This is an optimization exercise on Yosys and OpenROAD, whose aim is small area and a short achievable clock period, not a production implementation.
Function was checked by simulation only, so behaviour that the tests miss may differ from the original.
Power is estimated from default activity; no workload was simulated.

File: flow/config.mk
export PLATFORM = sky130hd
export DESIGN_NAME = decodeExecute
export DESIGN_NICKNAME = decodeExecute
export VERILOG_FILES = /design/flow/design.v
export SDC_FILE = /design/flow/constraint.sdc
export NUM_CORES = 4
export LEC_CHECK = 0
export CAP_MARGIN = 20
export CORE_MARGIN = 2
export CORE_UTILIZATION = 40
export CTS_BUF_LIST = sky130_fd_sc_hd__clkbuf_8
export CTS_CLUSTER_SIZE = 30
export SETUP_SLACK_MARGIN = 3
export SLEW_MARGIN = 20
export SYNTH_HIERARCHICAL = 1
export TNS_END_PERCENT = 10
File: flow/constraint.sdc
create_clock -name core_clock -period 7.0 [get_ports {Clock}]
set_input_delay 1.4000 -clock core_clock [delete_from_list [all_inputs] [get_ports {Clock}]]
set_output_delay 1.4000 -clock core_clock [all_outputs]
set_load 0.01 [all_outputs]
File: flow/design.v
`timescale 1ns/1ns
package mipsPkg;
    localparam int dataWidth    = 32;
    localparam int regAddrWidth = 5;
    localparam int aluOpWidth   = 5;
    localparam int opcodeWidth  = 6;
    localparam int functWidth   = 6;
    localparam int immWidth     = 16;
    localparam int regCount     = 1 << regAddrWidth;
    localparam logic [aluOpWidth-1:0] aluAdd = 5'd0;
    localparam logic [aluOpWidth-1:0] aluSub = 5'd1;
    localparam logic [aluOpWidth-1:0] aluAnd = 5'd2;
    localparam logic [aluOpWidth-1:0] aluOr  = 5'd3;
    localparam logic [aluOpWidth-1:0] aluXor = 5'd4;
    localparam logic [aluOpWidth-1:0] aluNor = 5'd5;
    localparam logic [aluOpWidth-1:0] aluSlt = 5'd6;
    localparam logic [aluOpWidth-1:0] aluSll = 5'd7;
    localparam logic [aluOpWidth-1:0] aluSrl = 5'd8;
    localparam logic [aluOpWidth-1:0] aluLui = 5'd9;
    localparam logic [opcodeWidth-1:0] opRType = 6'h00;
    localparam logic [opcodeWidth-1:0] opBeq   = 6'h04;
    localparam logic [opcodeWidth-1:0] opBne   = 6'h05;
    localparam logic [opcodeWidth-1:0] opAddi  = 6'h08;
    localparam logic [opcodeWidth-1:0] opSlti  = 6'h0a;
    localparam logic [opcodeWidth-1:0] opAndi  = 6'h0c;
    localparam logic [opcodeWidth-1:0] opOri   = 6'h0d;
    localparam logic [opcodeWidth-1:0] opLui   = 6'h0f;
    localparam logic [opcodeWidth-1:0] opLb    = 6'h20;
    localparam logic [opcodeWidth-1:0] opLw    = 6'h23;
    localparam logic [opcodeWidth-1:0] opSb    = 6'h28;
    localparam logic [opcodeWidth-1:0] opSw    = 6'h2b;
    localparam logic [functWidth-1:0] fnSll = 6'h00;
    localparam logic [functWidth-1:0] fnSrl = 6'h02;
    localparam logic [functWidth-1:0] fnAdd = 6'h20;
    localparam logic [functWidth-1:0] fnSub = 6'h22;
    localparam logic [functWidth-1:0] fnAnd = 6'h24;
    localparam logic [functWidth-1:0] fnOr  = 6'h25;
    localparam logic [functWidth-1:0] fnXor = 6'h26;
    localparam logic [functWidth-1:0] fnNor = 6'h27;
    localparam logic [functWidth-1:0] fnSlt = 6'h2a;
    localparam logic [1:0] memToRegAlu = 2'b01;
    localparam logic [1:0] memToRegMem = 2'b10;
    localparam logic [1:0] byteSelByte = 2'b01;
    localparam logic [1:0] byteSelWord = 2'b11;
    localparam logic [1:0] regDstRt    = 2'b01;
    localparam logic [1:0] regDstRd    = 2'b10;
    typedef union packed {
        struct packed {
            logic [opcodeWidth-1:0]  opcode;
            logic [regAddrWidth-1:0] rs;
            logic [regAddrWidth-1:0] rt;
            logic [regAddrWidth-1:0] rd;
            logic [regAddrWidth-1:0] shamt;
            logic [functWidth-1:0]   funct;
        } rType;
        struct packed {
            logic [opcodeWidth-1:0]  opcode;
            logic [regAddrWidth-1:0] rs;
            logic [regAddrWidth-1:0] rt;
            logic [immWidth-1:0]     imm;
        } iType;
    } instrWord;
endpackage
`timescale 1ns/1ns
import mipsPkg::*;
module controlDecoder (
    input  mipsPkg::instrWord  instruction,
    output logic               regWrite,
    output logic               memRead,
    output logic               memWrite,
    output logic               branch,
    output logic               isRType,
    output logic               useImm,       
    output logic               signExtend,   
    output logic               invertB,      
    output logic               selSum,       
    output logic               selAnd,
    output logic               selOr,
    output logic               selXor,
    output logic               selNor,
    output logic               selLui,
    output logic               selShift,
    output logic               selSlt,
    output logic               shiftRight
);
    logic [opcodeWidth-1:0] op;
    logic [functWidth-1:0]  fn;
    logic rAdd, rSub, rAnd, rOr, rXor, rNor, rSlt, rSll, rSrl;
    logic iAddi, iSlti, iAndi, iOri, iLui, iLb, iLw, iSb, iSw, iBeq, iBne;
    assign op = instruction.rType.opcode;
    assign fn = instruction.rType.funct;
    assign isRType = (op == opRType);
    assign rAdd  = isRType && (fn == fnAdd);
    assign rSub  = isRType && (fn == fnSub);
    assign rAnd  = isRType && (fn == fnAnd);
    assign rOr   = isRType && (fn == fnOr);
    assign rXor  = isRType && (fn == fnXor);
    assign rNor  = isRType && (fn == fnNor);
    assign rSlt  = isRType && (fn == fnSlt);
    assign rSll  = isRType && (fn == fnSll);
    assign rSrl  = isRType && (fn == fnSrl);
    assign iAddi = (op == opAddi);
    assign iSlti = (op == opSlti);
    assign iAndi = (op == opAndi);
    assign iOri  = (op == opOri);
    assign iLui  = (op == opLui);
    assign iLb   = (op == opLb);
    assign iLw   = (op == opLw);
    assign iSb   = (op == opSb);
    assign iSw   = (op == opSw);
    assign iBeq  = (op == opBeq);
    assign iBne  = (op == opBne);
    assign regWrite   = rAdd | rSub | rAnd | rOr | rXor | rNor | rSlt | rSll | rSrl |
                        iAddi | iSlti | iAndi | iOri | iLui | iLb | iLw;
    assign memRead    = iLb | iLw;
    assign memWrite   = iSb | iSw;
    assign branch     = iBeq | iBne;
    assign useImm     = !isRType;
    assign signExtend = !(iAndi | iOri);
    assign invertB    = rSub | rSlt | iSlti;
    assign selSum     = rAdd | rSub | iAddi | iLb | iLw | iSb | iSw;
    assign selAnd     = rAnd | iAndi;
    assign selOr      = rOr | iOri;
    assign selXor     = rXor;
    assign selNor     = rNor;
    assign selLui     = iLui;
    assign selShift   = rSll | rSrl;
    assign selSlt     = rSlt | iSlti;
    assign shiftRight = rSrl;
endmodule
`timescale 1ns/1ns
import mipsPkg::*;
module registerFile (
    input  logic                              Clock,
    input  logic                              arstN,
    input  logic                              writeEnable,
    input  logic [mipsPkg::regAddrWidth-1:0]  readAddr1,
    input  logic [mipsPkg::regAddrWidth-1:0]  readAddr2,
    input  logic [mipsPkg::regAddrWidth-1:0]  writeAddr,
    input  logic [mipsPkg::dataWidth-1:0]     writeData,
    output logic [10:0][mipsPkg::dataWidth-1:0] groupN1,
    output logic [10:0][mipsPkg::dataWidth-1:0] groupN2
);
    logic [regCount-1:1][dataWidth-1:0] regs;
    logic [regCount-1:1]                valid;
    logic [regCount-1:1]                writeSel, readSel1, readSel2;
    logic                               writeLive, bypass1, bypass2;
    assign writeLive = writeEnable && (writeAddr != '0);
    assign bypass1   = writeLive && (writeAddr == readAddr1);
    assign bypass2   = writeLive && (writeAddr == readAddr2);
    always_comb begin
        for (int i = 1; i < regCount; i++) begin
            writeSel[i] = writeLive && (writeAddr == i);
            readSel1[i] = valid[i] && !writeSel[i] && (readAddr1 == i);
            readSel2[i] = valid[i] && !writeSel[i] && (readAddr2 == i);
        end
    end
    always_ff @(posedge Clock) begin
        for (int i = 1; i < regCount; i++) begin
            if (writeSel[i]) regs[i] <= writeData;
        end
    end
    always_ff @(posedge Clock or negedge arstN) begin
        if (!arstN) begin
            valid <= '0;
        end else begin
            valid <= valid | writeSel;
        end
    end
    for (genvar g = 0; g < 10; g++) begin : gGroup
        for (genvar b = 0; b < dataWidth; b++) begin : gBit
            aoi222 port1 (
                .a1(readSel1[3*g+1]), .a2(regs[3*g+1][b]),
                .b1(readSel1[3*g+2]), .b2(regs[3*g+2][b]),
                .c1(readSel1[3*g+3]), .c2(regs[3*g+3][b]), .y(groupN1[g][b])
            );
            aoi222 port2 (
                .a1(readSel2[3*g+1]), .a2(regs[3*g+1][b]),
                .b1(readSel2[3*g+2]), .b2(regs[3*g+2][b]),
                .c1(readSel2[3*g+3]), .c2(regs[3*g+3][b]), .y(groupN2[g][b])
            );
        end
    end
    assign groupN1[10] = ~(({dataWidth{readSel1[31]}} & regs[31]) | ({dataWidth{bypass1}} & writeData));
    assign groupN2[10] = ~(({dataWidth{readSel2[31]}} & regs[31]) | ({dataWidth{bypass2}} & writeData));
endmodule
module aoi222 (
    input  logic a1, a2, b1, b2, c1, c2,
    output logic y
);
    assign y = !((a1 & a2) | (b1 & b2) | (c1 & c2));
endmodule
`timescale 1ns/1ns
import mipsPkg::*;
module idExRegister #(
    parameter int ctrlWidth = 4,
    parameter int dataBits  = 1
) (
    input  logic                  Clock,
    input  logic                  arstN,
    input  logic                  flush,
    input  logic                  stall,
    input  logic [ctrlWidth-1:0]  ctrlIn,
    input  logic [dataBits-1:0]   dataIn,
    output logic [ctrlWidth-1:0]  ctrlOut,
    output logic [dataBits-1:0]   dataOut
);
    always_ff @(posedge Clock or negedge arstN) begin
        if (!arstN) begin
            ctrlOut <= '0;
        end else if (flush) begin
            ctrlOut <= '0;
        end else if (!stall) begin
            ctrlOut <= ctrlIn;
        end
    end
    always_ff @(posedge Clock) begin
        if (!stall) begin
            dataOut <= dataIn;
        end
    end
endmodule
`timescale 1ns/1ns
import mipsPkg::*;
module carryGP (
    input  logic gHi, pHi, gLo, pLo,
    output logic g, p
);
    assign g = gHi | (pHi & gLo);
    assign p = pHi & pLo;
endmodule
module carryG (
    input  logic gHi, pHi, gLo,
    output logic g
);
    assign g = gHi | (pHi & gLo);
endmodule
module prefixAdder #(
    parameter int width = 16
) (
    input  logic [width-1:0]  a,
    input  logic [width-1:0]  b,
    input  logic              carryIn,
    output logic [width-1:0]  sum,
    output logic              carryOut
);
    localparam int n      = width + 1;
    localparam int levels = (n <= 2) ? 1 : (n <= 4) ? 2 : (n <= 8) ? 3 : (n <= 16) ? 4 :
                            (n <= 32) ? 5 : 6;
    logic [levels:0][n-1:0] gen, prop;
    logic [n-1:0]           p;
    for (genvar i = 0; i < width; i++) begin : gProp
        xorCell propBit (.a(a[i]), .b(b[i]), .y(p[i+1]));
    end
    assign p[0]      = 1'b0;
    assign gen[0]    = {a & b, carryIn};
    assign prop[0]   = p;
    for (genvar l = 0; l < levels; l++) begin : gLevel
        localparam int d = 1 << l;
        for (genvar i = 0; i < n; i++) begin : gBit
            if (i < d) begin : gPass
                assign gen[l+1][i]  = gen[l][i];
                assign prop[l+1][i] = prop[l][i];
            end else if (i < 2 * d) begin : gFinal
                carryG op (
                    .gHi(gen[l][i]), .pHi(prop[l][i]), .gLo(gen[l][i-d]), .g(gen[l+1][i])
                );
                assign prop[l+1][i] = 1'b0;
            end else begin : gBoth
                carryGP op (
                    .gHi(gen[l][i]), .pHi(prop[l][i]), .gLo(gen[l][i-d]), .pLo(prop[l][i-d]),
                    .g(gen[l+1][i]), .p(prop[l+1][i])
                );
            end
        end
    end
    assign sum      = p[n-1:1] ^ gen[levels][n-2:0];
    assign carryOut = gen[levels][n-1];
endmodule
module andOr (
    input  logic a, b, c,
    output logic y
);
    assign y = (a & b) | c;
endmodule
module xorCell (
    input  logic a, b,
    output logic y
);
    assign y = a ^ b;
endmodule
`timescale 1ns/1ns
import mipsPkg::*;
module decodeExecute (
    input  logic                                  Clock,
    input  logic                                  arstN,
    input  mipsPkg::instrWord                     instruction,
    input  logic [mipsPkg::dataWidth-1:0]         pc,
    input  logic                                  flush,
    input  logic                                  stall,
    input  logic                                  wbWrite,
    input  logic [mipsPkg::regAddrWidth-1:0]      wbAddr,
    input  logic [mipsPkg::dataWidth-1:0]         wbData,
    output logic [mipsPkg::dataWidth-1:0]         aluResult,
    output logic [mipsPkg::dataWidth-1:0]         storeData,
    output logic [mipsPkg::dataWidth-1:0]         branchTarget,
    output logic [mipsPkg::regAddrWidth-1:0]      destReg,
    output logic [1:0]                            memToReg,
    output logic [1:0]                            byteSel,
    output logic                                  branchTaken,
    output logic                                  regWrite,
    output logic                                  memWrite,
    output logic                                  memRead
);
    localparam int loWidth  = 8;
    localparam int hiWidth  = dataWidth - loWidth;
    localparam int dataBits = 2*dataWidth + hiWidth + 3;
    logic                 dRegWrite, dMemRead, dMemWrite, dBranch, dIsRType, dUseImm;
    logic                 dSignExtend, dInvertB, dSelSum, dSelAnd, dSelOr, dSelXor, dSelNor;
    logic                 dSelLui, dSelShift, dSelSlt, dShiftRight, dCarryMid, dBranchTaken;
    logic                 dUseAdder, dCarryLo;
    logic [10:0][dataWidth-1:0] dGroupN1, dGroupN2;
    logic [dataWidth-1:0] dStored1, dStored2, dRead1, dRead2, dImmExt, dOpB, dOpY;
    logic [dataWidth-1:0] dRotated, dShiftMask, dShifted, dOther, dResult, dStoreWord;
    logic [loWidth-1:0]   dTargetLo;
    logic                 dTargetCarry;
    logic [loWidth-1:0]   dSumLo;
    logic [hiWidth-1:0]   dAddHigh;
    logic [4:0]           dShiftAmount, dRotateAmount;
    logic [regAddrWidth-1:0] dDest;
    logic                 eCarryMid, eSelSlt, eOp0, eCarryOut, eLessThan;
    logic [dataWidth-1:0] eResult;
    logic [hiWidth-1:0]   eAddHigh, eSumHigh;
    controlDecoder decoder (
        .instruction(instruction), .regWrite(dRegWrite), .memRead(dMemRead),
        .memWrite(dMemWrite), .branch(dBranch), .isRType(dIsRType), .useImm(dUseImm),
        .signExtend(dSignExtend), .invertB(dInvertB), .selSum(dSelSum), .selAnd(dSelAnd),
        .selOr(dSelOr), .selXor(dSelXor), .selNor(dSelNor), .selLui(dSelLui),
        .selShift(dSelShift), .selSlt(dSelSlt), .shiftRight(dShiftRight)
    );
    registerFile regFile (
        .Clock(Clock), .arstN(arstN), .writeEnable(wbWrite),
        .readAddr1(instruction.rType.rs), .readAddr2(instruction.rType.rt),
        .writeAddr(wbAddr), .writeData(wbData), .groupN1(dGroupN1), .groupN2(dGroupN2)
    );
    always_comb begin
        dStored1 = '1;
        dStored2 = '1;
        for (int g = 0; g < 11; g++) begin
            dStored1 = dStored1 & dGroupN1[g];
            dStored2 = dStored2 & dGroupN2[g];
        end
    end
    assign dRead1 = ~dStored1;
    assign dRead2 = ~dStored2;
    assign dImmExt = {{(dataWidth-immWidth){dSignExtend & instruction.iType.imm[immWidth-1]}},
                      instruction.iType.imm};
    assign dOpB    = dUseImm ? dImmExt : dRead2;
    assign dOpY    = dOpB ^ {dataWidth{dInvertB}};
    prefixAdder #(.width(loWidth)) adderLo (
        .a(dRead1[loWidth-1:0]), .b(dOpY[loWidth-1:0]), .carryIn(dInvertB),
        .sum(dSumLo), .carryOut(dCarryLo)
    );
    assign dShiftAmount  = instruction.rType.shamt;
    assign dRotateAmount = dShiftRight ? (5'd0 - dShiftAmount) : dShiftAmount;
    always_comb begin
        dRotated = dRead2;
        for (int k = 0; k < 5; k++) begin
            if (dRotateAmount[k]) dRotated = (dRotated << (1 << k)) | (dRotated >> (dataWidth - (1 << k)));
        end
        dShiftMask = dShiftRight ? ({dataWidth{1'b1}} >> dShiftAmount)
                                 : ({dataWidth{1'b1}} << dShiftAmount);
    end
    assign dShifted = dRotated & dShiftMask;
    assign {dTargetCarry, dTargetLo} = {1'b0, pc[loWidth-1:0]} +
                                       {1'b0, dImmExt[loWidth-3:0], 2'b00} + (loWidth + 1)'(4);
    assign dUseAdder = dSelSum | dSelSlt;
    assign dOther = ({dataWidth{dUseAdder}} & {dRead1[dataWidth-1:loWidth], {loWidth{1'b0}}}) |
                    ({dataWidth{dSelAnd}}   & (dRead1 & dOpB)) |
                    ({dataWidth{dSelOr}}    & (dRead1 | dOpB)) |
                    ({dataWidth{dSelXor}}   & (dRead1 ^ dOpB)) |
                    ({dataWidth{dSelNor}}   & ~(dRead1 | dOpB)) |
                    ({dataWidth{dSelLui}}   & {instruction.iType.imm, {(dataWidth-immWidth){1'b0}}}) |
                    ({dataWidth{dSelShift}} & dShifted) |
                    ({dataWidth{dBranch}}   & {pc[dataWidth-1:loWidth], dTargetLo});
    for (genvar i = 0; i < loWidth; i++) begin : gResultLo
        andOr resultBit (.a(dSumLo[i]), .b(dSelSum), .c(dOther[i]), .y(dResult[i]));
    end
    assign dResult[dataWidth-1:loWidth] = dOther[dataWidth-1:loWidth];
    assign dAddHigh  = ({hiWidth{dUseAdder}} & dOpY[dataWidth-1:loWidth]) |
                       ({hiWidth{dBranch}} & dImmExt[dataWidth-3:loWidth-2]);
    assign dCarryMid = (dUseAdder & dCarryLo) | (dBranch & dTargetCarry);
    assign dDest      = dIsRType ? instruction.rType.rd : instruction.rType.rt;
    assign dStoreWord = {dRead2[dataWidth-1:regAddrWidth],
                         dMemWrite ? dRead2[regAddrWidth-1:0] : dDest};
    assign dBranchTaken = dBranch && ((dRead1 == dRead2) ^ instruction.iType.opcode[0]);
    idExRegister #(.ctrlWidth(4), .dataBits(dataBits)) stageReg (
        .Clock(Clock), .arstN(arstN), .flush(flush), .stall(stall),
        .ctrlIn({dRegWrite, dMemRead, dMemWrite, dBranchTaken}),
        .dataIn({dResult, dAddHigh, dCarryMid, dStoreWord, dSelSlt,
                 instruction.iType.opcode[0]}),
        .ctrlOut({regWrite, memRead, memWrite, branchTaken}),
        .dataOut({eResult, eAddHigh, eCarryMid, storeData, eSelSlt, eOp0})
    );
    prefixAdder #(.width(hiWidth)) adderHi (
        .a(eResult[dataWidth-1:loWidth]), .b(eAddHigh), .carryIn(eCarryMid),
        .sum(eSumHigh), .carryOut(eCarryOut)
    );
    assign eLessThan = eResult[dataWidth-1] ^ eAddHigh[hiWidth-1] ^ eCarryOut;
    assign aluResult = {eSumHigh & {hiWidth{!eSelSlt}}, eResult[loWidth-1:1],
                        eResult[0] | (eSelSlt & eLessThan)};
    assign branchTarget = aluResult;
    assign destReg      = storeData[regAddrWidth-1:0];
    assign byteSel      = {eOp0, 1'b1};
    assign memToReg     = {memRead, !memRead};
endmodule
File: flow/run.sh
#!/bin/bash
# synth_recipe.tcl (not shown) runs the flow's synth.tcl, then flattens the netlist and writes it again
# the make line also repeats each setting of config.mk as NAME=value (left out here)
make -C /OpenROAD-flow-scripts/flow DESIGN_CONFIG=/design/flow/config.mk WORK_HOME=/design/flow/orfs CLKGATE_MAP_FILE= SYNTH_SCRIPT=/design/flow/synth_recipe.tcl finish
==> key figures, run 1 <==
Run status
  – Outcome: timing/DRC/antenna clean

GRT
  – Leftover overflow at the end of global routing: 0
  – Number of antenna violations at the first check in global routing: 7
  – Vias in the first global route: roughly 44,000
  – GR Util All Layers: 0.341
  – Global-route wire length before repair: roughly 330 mm
  – Maximum number of pins on one net before global-route repair: between 40 and 50

Yosys
  – Sequential fraction of the synthesis area: 0.625
  – Compound-gate portion of the synthesized area: 0.201
  – Leading area contributor after synthesis: edfxtp_1
  – Simple-gate portion of the synthesized area: 0.0908
  – XOR/XNOR Fraction of Synth Area: 0.0246
  – Register bit count reported by yosys: ~1,100
  – Total nets after synthesis: about 4,000
  – Post-synth EDFFs: between 1,000 and 1,500
  – Leading post-synthesis cells by cell area: edfxtp_1 61%, a222oi_1 12%, ha_1 1.9%, a21o_1 1.8%, and2_1 1.8%
  – Yosys synthesis warning count: 9
  – Synthesized area divided by synthesized cell count: between 10 and 15 µm²
  – Share of async-settable or async-resettable flops after synthesis: 0.0313
  – Multiplexer share of the synthesized area: 0.0131
  – Share of the synthesized area in the top cell type: 0.609
  – Combinational family with the most area after synthesis: compound AO/OA/AOI/OAI gates
  – Most instantiated flip-flop cell in the synthesis netlist: edfxtp_1
  – Cell count after synthesis: around 3,800
  – Arithmetic-cell share of the synthesized area counting full adders, half adders and majority gates: 0.0189
  – Number of library cell types mapped by synthesis: 85
  – Area of the mapped netlist: 0.0534 mm²

Setup path
  – Max Fanout on Critical Path: 8
  – Required time of the worst setup path: roughly 7700 ps
  – R2r endpoint: stageReg.dataOut[59]
  – Endpoint kind of the worst setup timing path: flip-flop
  – Startpoint of the worst setup timing path: wbAddr[1]
  – Register-to-register setup slack: around 2700 ps
  – Launch point of the worst reg-to-reg path: regFile.valid[1]
  – Destination of the critical timing path: stageReg.dataOut[59]
  – Category of the critical setup timing path: input pin to flip-flop
  – Crit start category: input pin
  – Worst endpoint data arrival time: approximately 5700 ps
  – Depth of the worst register-to-register path: 16

Clock network
  – Clock tree root buffer cell: clkbuf_8
  – CTS Hold Buffers Added: 0
  – TritonCTS clock tree: built
  – Worst-Skew Late Latency: about 940 ps
  – Maximum buffer depth of the clock tree: 3
  – Clock transition at the register clock pins on the worst setup and hold paths after CTS: roughly 60 ps
  – Total number of clock tree sinks: about 1,100
  – Number of levels the H-tree was split into: 4
  – Number of clock buffers inserted by TritonCTS: between 150 and 200

Timing
  – Setup TNS: 0 ps
  – Count of final max-slew check failures: 0
  – Worst-case headroom to the max-slew limit: 0.216
  – RSZ-0062 raised after global routing: true
  – # setup viols final: 0
  – Peak clock frequency supported by timing: 199 MHz
  – Post-layout minimum cycle time: around 5000 ps
  – Worst path setup slack after routing: 1970 ps
  – Final hold violation count: 0
  – Hold slack final: around 460 ps
  – Final critical-path share of the clock period: 0.719
  – Worst Max-Slew Pin Slew: ~1200 ps
  – Post-Route Skew: 60.3 ps

Placed design
  – Half-perimeter wire length of the detailed placement result: 160 mm
  – Setup slack at placement: -291 ps
  – Final weighted congestion of routability-driven global placement: roughly 1.0
  – Cell total after placement: a little under 6,000
  – Port-buffer cells: about 210

Power
  – Seq pwr share: 0.474
  – Gate power share: 0.175
  – Final Total Pwr: about 0.016 W
  – Ratio of total power to cell area: approximately 240 mW/mm²
  – Switching component of the power: roughly 0.0046 W
  – Worst-case vdd ir drop: 0.204 mV
  – Sw Share: 0.288
  – Internal power component: ~0.011 W
  – Leakage power: around 25 nW
  – Share of power burned in the clock network: 0.350

Detailed routing
  – Detailed-route via count: roughly 46,000
  – First-pass detailed-route iteration total: 14
  – Final Routed Wirelength: around 240 mm
  – WL per Instance: approximately 37 µm
  – Drt via density: 6.97
  – Residual DRC count: 0
  – Violation count after the first detailed-route iteration: 11,200
  – Remaining antenna violation count after routing: 0

Floorplan
  – Initial Utilization: 0.402
  – Chip Height: approximately 370 µm
  – Count of boundary I/O pins: between 200 and 250
  – Core outline area: 0.133 mm²
  – Std cell rows: about 130
  – X dimension of the die: between 300 and 400 µm
  – DIE AREA: between 0.1 and 0.15 mm²

Min path
  – Hold/Removal Path Class: flip-flop to flip-flop

Layout
  – Final std cells w/o fill: 6,530
  – Layout cell share with drive strength beyond 1: 0.268
  – Seq. cell area: between 0.03 and 0.04 mm²
  – Area taken by multi-input logic gates: about 0.021 mm²
  – Layout filler cell count: around 11,000
  – Area Growth Syn to Fin: 27.7%
  – Number of nets in the layout: 4,796

Flow run
  – Max-cap violations: 0
[synthesized netlist by cell type, drive strengths merged, types with 3 or more instances]
library cell     n
o221ai           6
nor3           104
a22oi           89
xor2           106
nand4          143
a31oi            5
o211ai           7
a21oi           96
nor2b           31
nand4bb          3
and2           152
nand2b          19
a2111oi          3
o211a            8
a222oi         650
nor2            63
o31ai           21
a32oi           64
o2111a          15
o22ai            7
nand4b           3
edfxtp        1083
clkbuf          76
nand2           75
xnor2           42
mux2            15
o21ai          121
a21o           130
nand3          133
dfrtp           35
buf            110
nand3b           5
a221oi           3
mux2i           51
or3             21
or2             43
nor4            43
inv            102
a211oi          13
ha              79
[kinds of logic after synthesis]
logic type / after synthesis
adder cells (fa/ha/maj): 80
other: 1
multiplexers: 66
AO/OA/AOI/OAI: 1251
buffers and inverters: 288
flip-flops: 1118
AND/OR/NAND/NOR: 843
XOR/XNOR: 148
[modules after synthesis, one instance, submodules excluded, excerpt]
| module | times used | flops+latches | cells inside |
|---|---|---|---|
| registerFile | 1 | 1023 | 1380 |
| decodeExecute | 1 | 0 | 1309 |
| controlDecoder | 1 | 0 | 59 |
| carryGP | 83 | 0 | 2 |
| aoi222 | 640 | 0 | 1 |
| xorCell | 32 | 0 | 1 |
| andOr | 8 | 0 | 1 |
| carryG | 32 | 0 | 1 |
[power by group through the flow]
stage          Combinational, W  Sequential, W  Clock [W]
5_1_grt                 0.00291        0.00763    0.00596
3_3_place_gp            0.00238        0.00774          0
2_1_floorplan           0.00118        0.00773          0
6_report                0.00282        0.00762    0.00563
4_1_cts                 0.00266        0.00762    0.00565
3_5_place_dp            0.00238        0.00774          0
[worst min-delay path by stage]
| stage | start | depth (start not counted) | endpoint | slack, ps |
|---|---|---|---|---|
| after floorplan | regFile.valid[14] | 1 | regFile.valid[14] | 430 |
| after global placement | regFile.valid[2] | 1 | regFile.valid[2] | 450 |
| after detailed placement | regFile.valid[14] | 1 | regFile.valid[14] | 450 |
| after CTS | regFile.valid[14] | 1 | regFile.valid[14] | 470 |
| after global routing | regFile.valid[2] | 1 | regFile.valid[2] | 490 |
| final | regFile.valid[2] | 1 | regFile.valid[2] | 460 |
[state kept, by name, indices dropped and copies added, names as in the netlist]
signal,count
regFile.valid,31
stageReg.ctrlOut,4
stageReg.dataOut,91
regFile.regs,992
[critical path: stages]
cell	delay [ps]
buf_12	120
or4b_4	630
o21ai_4	190
nor3_4	110
buf_4	170
a222oi_1	320
nand4_1	590
or3_4	630
buf_12	170
mux2_2	320
nand2_2	110
nand4_1	260
o221ai_2	260
buf_4	140
o21ai_1	70
a21o_1	190
[through the flow]
step / util / area [µm²]
final: 0.513 / 68200
after CTS: 0.509 / 67600
after global placement: 0.458 / 60900
after global routing: 0.513 / 68200
after detailed placement: 0.458 / 61000
after floorplan: - / 54200
[routing by layer]
layer	vias up	routed length, µm	part of all wire	GRT usage
li1	18400	-	-	-
met1	22800	84100	0.35	0.429
met2	3739	105000	0.44	0.517
met3	652	32300	0.14	0.104
met4	6	17100	0.072	0.205
met5	-	46	0.00019	0
[placed cells by master, fill, tap and decap left out, types with 25 or more instances in the layout]
cell type	synthesis	routed
a22oi_1	85	68
buf_4	45	506
a222oi_1	650	650
nand3_1	131	122
nor3_4	0	76
or2_2	37	31
nor2_4	4	36
o21ai_2	2	27
clkinv_1	0	44
mux2i_1	50	46
a32oi_1	64	64
dlygate4sd2_1	0	25
buf_12	0	46
edfxtp_1	1083	1083
nand4_1	143	143
inv_1	101	152
a21o_1	130	129
dfrtp_1	35	35
nand2_1	75	66
clkbuf_8	0	188
xnor2_1	41	31
buf_6	13	45
a21oi_1	95	83
ha_1	79	77
o21ai_0	102	54
clkdlybuf4s50_1	0	162
and2_1	151	150
xor2_1	105	83
[layout make-up]
| type | count | area share |
|---|---|---|
| Sequential cell | 1118 | 0.490 |
| Multi-Input combinational cell | 2391 | 0.312 |
| Timing Repair Buffer | 811 | 0.108 |
| Clock buffer | 188 | 0.0380 |
| Tap cell | 1768 | 0.0324 |
| Clock inverter | 145 | 0.0135 |
| Inverter | 102 | 0.00574 |
| Antenna cell | 7 | 0.000257 |
[what timing repair did]
item | in CTS | in global routing
pin swaps | 234 | 76
gates resized for setup | 397 | 69
buffers inserted | 193 | 25
cloned | 4 | 0
endpoints found under the setup margin | 140 | 108
==> run 2, diff against run 1 <==
--- a/flow/config.mk
+++ b/flow/config.mk
@@ -11,3 +11,4 @@
 export CTS_BUF_LIST = sky130_fd_sc_hd__clkbuf_8
-export CTS_CLUSTER_SIZE = 30
+export CTS_CLUSTER_DIAMETER = 120
+export CTS_CLUSTER_SIZE = 10
 export SETUP_SLACK_MARGIN = 3
==> run 2 against run 1 <==
Compared with the run above: still clean on timing, DRC and antenna; combinational power grew 1%; maximum frequency increased by 1.4%; sequential share of layout area grew 0.66 points; clock skew down 7.6 ps; clock-buffer cell count shrank 58; non-clock buffer count increased by 27; wire length is 0.59% lower; final cell count fell by 2.0%; synthesized cell count is the same; highest routed layer unchanged.
==> key figures, run 2 <==
Run status
  – Outcome: timing/DRC/antenna clean

Yosys
  – Synthesized area divided by synthesized cell count: 14.1 µm² (unchanged)
  – Compound-gate portion of the synthesized area: 0.201 (unchanged)
  – Register bit count reported by yosys: 1,118 (unchanged)
  – Leading area contributor after synthesis: edfxtp_1
  – Combinational family with the most area after synthesis: compound AO/OA/AOI/OAI gates
  – Cell count after synthesis: 3,795 (unchanged)
  – Leading post-synthesis cells by cell area: edfxtp_1 61%, a222oi_1 12%, ha_1 1.9%, a21o_1 1.8%, and2_1 1.8%
  – Arithmetic-cell share of the synthesized area counting full adders, half adders and majority gates: 0.0189 (unchanged)
  – Area of the mapped netlist: 0.0534 mm² (unchanged)
  – Total nets after synthesis: 3,981 (unchanged)
  – Yosys synthesis warning count: 9 (unchanged)
  – Share of async-settable or async-resettable flops after synthesis: 0.0313 (unchanged)
  – Simple-gate portion of the synthesized area: 0.0908 (unchanged)
  – Multiplexer share of the synthesized area: 0.0131 (unchanged)
  – XOR/XNOR Fraction of Synth Area: 0.0246 (unchanged)
  – Sequential fraction of the synthesis area: 0.625 (unchanged)
  – Most instantiated flip-flop cell in the synthesis netlist: edfxtp_1
  – Post-synth EDFFs: 1,083 (unchanged)
  – Most used standard cell by instance count after synthesis: edfxtp_1
  – Leading cell types by count after synthesis: 1,083 x edfxtp_1, 650 x a222oi_1, 151 x and2_1
  – Number of library cell types mapped by synthesis: 85 (unchanged)
  – Share of the synthesized area in the top cell type: 0.609 (unchanged)

Power
  – Leakage power: 23.9 nW (-2.6%)
  – Ratio of total power to cell area: 218 mW/mm² (-7.5%)
  – Worst-case vdd ir drop: 0.201 mV (-1.7%)

Setup path
  – Required time of the worst setup path: 7790 ps (+120 ps)
  – Max Fanout on Critical Path: 9 (+1)
  – Worst endpoint data arrival time: 5750 ps (+50 ps)
  – Category of the critical setup timing path: input pin to flip-flop
  – Crit start category: input pin
  – Endpoint kind of the worst setup timing path: flip-flop

Min path
  – Hold/Removal Path Class: flip-flop to flip-flop

Layout
  – Largest registers in the final layout: regFile.regs x992, stageReg.dataOut x91, regFile.valid x31
  – Area taken by multi-input logic gates: 0.0215 mm² (+0.88%)
  – Final std cell area, no fill: 0.0673 mm² (-1.3%)
  – Leading cell types in the layout, fill and taps excluded: 1,083 x edfxtp_1, 650 x a222oi_1, 515 x buf_4
  – Final design utilization: 0.506 (-0.00683)
  – Layout filler cell count: 11,300 (+0.12%)
  – Seq. cell area: 0.0334 mm² (unchanged)
  – Most common library cell in the layout ignoring fill and taps: edfxtp_1
  – Largest register FFs: 992 (unchanged)
  – Layout cell share with drive strength beyond 1: 0.269 (+0.00169)
  – Area Growth Syn to Fin: 26.0%
  – Number of nets in the layout: 4,766 (-0.63%)
  – Largest reg by FF count: regFile.regs

GRT
  – Leftover overflow at the end of global routing: 0 (unchanged)
  – Number of antenna violations at the first check in global routing: 6 (-1)
  – Global-route wire length before repair: 327 mm (-0.84%)
  – GR Util All Layers: 0.338 (-0.00280)
  – Maximum number of pins on one net before global-route repair: 48 (unchanged)
  – Vias in the first global route: 42,900 (-1.6%)

Detailed routing
  – Violation count after the first detailed-route iteration: 11,100 (-0.54%)
  – First-pass detailed-route iteration total: 13 (-1)
  – Sum of met2 wire segment lengths after detailed routing: 104 mm (-1.1%)
  – Remaining antenna violation count after routing: 0 (unchanged)
  – Drt via density: 7.08 (+1.6%)
  – Residual DRC count: 0 (unchanged)
  – WL per Instance: 37.1 µm (+1.5%)
  – Final Routed Wirelength: 237 mm (-0.59%)
  – Met3 Routed Length: 32.6 mm (+1.2%)
  – Detailed-route via count: 45,300 (-0.47%)
  – Met1 wire length: 83.5 mm (-0.76%)
  – Top layer used by detailed routing: met5

Timing
  – Worst path setup slack after routing: 2040 ps (+71.2 ps)
  – Final critical-path share of the clock period: 0.709 (-0.0102)
  – Peak clock frequency supported by timing: 202 MHz (+1.4%)
  – Post-Route Skew: 52.7 ps (-7.64 ps)
  – # setup viols final: 0 (unchanged)
  – Post-layout minimum cycle time: 4960 ps (-71.2 ps)
  – RSZ-0062 raised after global routing: true
  – Worst-case headroom to the max-slew limit: 0.171 (-0.0450)
  – Worst Max-Slew Pin Slew: 1240 ps (+65.2 ps)
  – Hold slack final: 471 ps (+6.81 ps)
  – Count of final max-slew check failures: 0 (unchanged)
  – Setup TNS: 0 ps (unchanged)
  – Final hold violation count: 0 (unchanged)

Clock network
  – CTS Hold Buffers Added: 0 (unchanged)
  – Number of clock buffers inserted by TritonCTS: 130 (-30%)
  – Clock tree root buffer cell: clkbuf_8
  – Worst-Skew Late Latency: 900 ps (-40 ps)
  – TritonCTS clock tree: built
  – Total number of clock tree sinks: 1,118 (unchanged)
  – Maximum buffer depth of the clock tree: 3 (unchanged)
  – Number of levels the H-tree was split into: 4 (unchanged)
  – Clock transition at the register clock pins on the worst setup and hold paths after CTS: 80 ps (+20 ps)

Floorplan
  – DIE AREA: 0.136 mm² (unchanged)
  – Chip Height: 369 µm (unchanged)
  – X dimension of the die: 369 µm (unchanged)
  – Core outline area: 0.133 mm² (unchanged)
  – Std cell rows: 134 (unchanged)
  – Initial Utilization: 0.402 (unchanged)
  – Count of boundary I/O pins: 215 (unchanged)

Placed design
  – Port-buffer cells: 213 (unchanged)
  – Area post-placement: 0.0610 mm² (unchanged)
  – Setup slack at placement: -291 ps (unchanged)
  – Half-perimeter wire length of the detailed placement result: 160 mm (unchanged)
  – Final weighted congestion of routability-driven global placement: 1.00 (unchanged)

Flow run
  – Max-cap violations: 0 (unchanged)
==> run 2: modules after synthesis (local to each module, per instance), excerpt <==
module          copies in the design  area [µm²]
carryGP                           83        13.8
controlDecoder                     1         378
registerFile                       1       32900
andOr                              8        7.51
aoi222                           640        10.0
decodeExecute                      1        8650
xorCell                           32        8.76
carryG                            32        7.51
==> run 2: metrics by stage <==
stage               total power [W]  std cells
finish                       0.0147       6397
global route                 0.0150       6395
CTS                          0.0145       6334
detailed placement           0.0101       5967
global placement             0.0101       5964
floorplan                   0.00890       3795
==> run 2: final timing paths <==
path | cells past startpoint | start | slack (ps) | to
max | 19 | wbAddr[4] | 2040 | stageReg.ctrlOut[0]
min | 1 | regFile.valid[2] | 470 | regFile.valid[2]
max reg2reg | 15 | regFile.valid[21] | 2820 | stageReg.ctrlOut[0]
min reg2reg | 1 | regFile.valid[2] | 470 | regFile.valid[2]
max in group asynchronous | 2 | arstN | 5830 | stageReg.ctrlOut[3]
min in group asynchronous | 2 | arstN | 620 | regFile.valid[21]
==> run 2: critical path: stages <==
cell,delay (ps)
buf_12,90
buf_4,100
nand4b_1,130
buf_4,240
o21ai_2,270
nor3_4,130
buf_4,160
a222oi_1,730
nand4_1,550
nor3_4,540
xnor2_1,130
nor4_2,320
nand4_1,170
nor2_2,170
buf_4,130
mux2i_1,180
buf_4,150
mux2i_1,60
nor2_1,100
==> run 2: what timing repair did <==
action | CTS | global route
cloned | 2 | 1
pin swaps | 237 | 116
setup buffers | 188 | 57
setup endpoints to repair | 140 | 108
gates resized for setup | 411 | 119
==> run 2: report_power, final <==
| part | internal, W | switching, W |
|---|---|---|
| Sequential | 0.00750 | 0.000104 |
| Combinational | 0.00111 | 0.00175 |
| Clock | 0.00173 | 0.00246 |
==> run 2: routing by layer <==
layer	global-route usage	vias up
met3	0.0956	688
li1	-	18200
met1	0.431	22600
met5	0.00214	-
met4	0.199	10
met2	0.513	3818
==> run 2: logic make-up (layout without fill, tap and decap cells) <==
group / count (synthesis) / count (layout)
flip-flops: 1118 / 1118
XOR/XNOR: 148 / 148
buffers and inverters: 288 / 1117
AO/OA/AOI/OAI: 1251 / 1251
multiplexers: 66 / 66
adder cells (fa/ha/maj): 80 / 80
AND/OR/NAND/NOR: 843 / 844
other: 1 / 5
==> run 2: area by class of cell <==
class	instances	share of cell area
repair buffers	838	0.114
flip-flops and latches	1118	0.496
diodes	4	0.000149
multi-input cells	2390	0.319
inverters	102	0.00588
clock buffers	130	0.0266
well taps	1768	0.0329
clock inverters	47	0.00467

==> separate check: timing with driven ports <==
Ports are ideal in the flow. The routed layouts listed here were re-timed in OpenROAD. Step 1 sets driving cells, clkbuf_16 on the clock port and buf_2 on the other inputs (assumed; they add their load-dependent delay and slew). Step 2 also shifts input and output timing later by t, the mid clock arrival at the registers, as if the neighbouring blocks saw the same clock. a / b / c = no drivers / after step 1 / after step 2; a / b = the first two.
| run | t, ns | setup slack, ns | worst slew at a driven data input, ns |
|---|---|---|---|
| run 1 | 0.981 | 1.969 / 1.996 / 1.015 | 0.08 |
| run 2 | 0.954 | 2.040 / 2.034 / 1.080 | 0.08 |
After both steps every run listed still meets setup and hold. For run 2, which loses most, drivers alone change the setup slack by -0.006 ns; drivers and shift together by -0.960 ns.
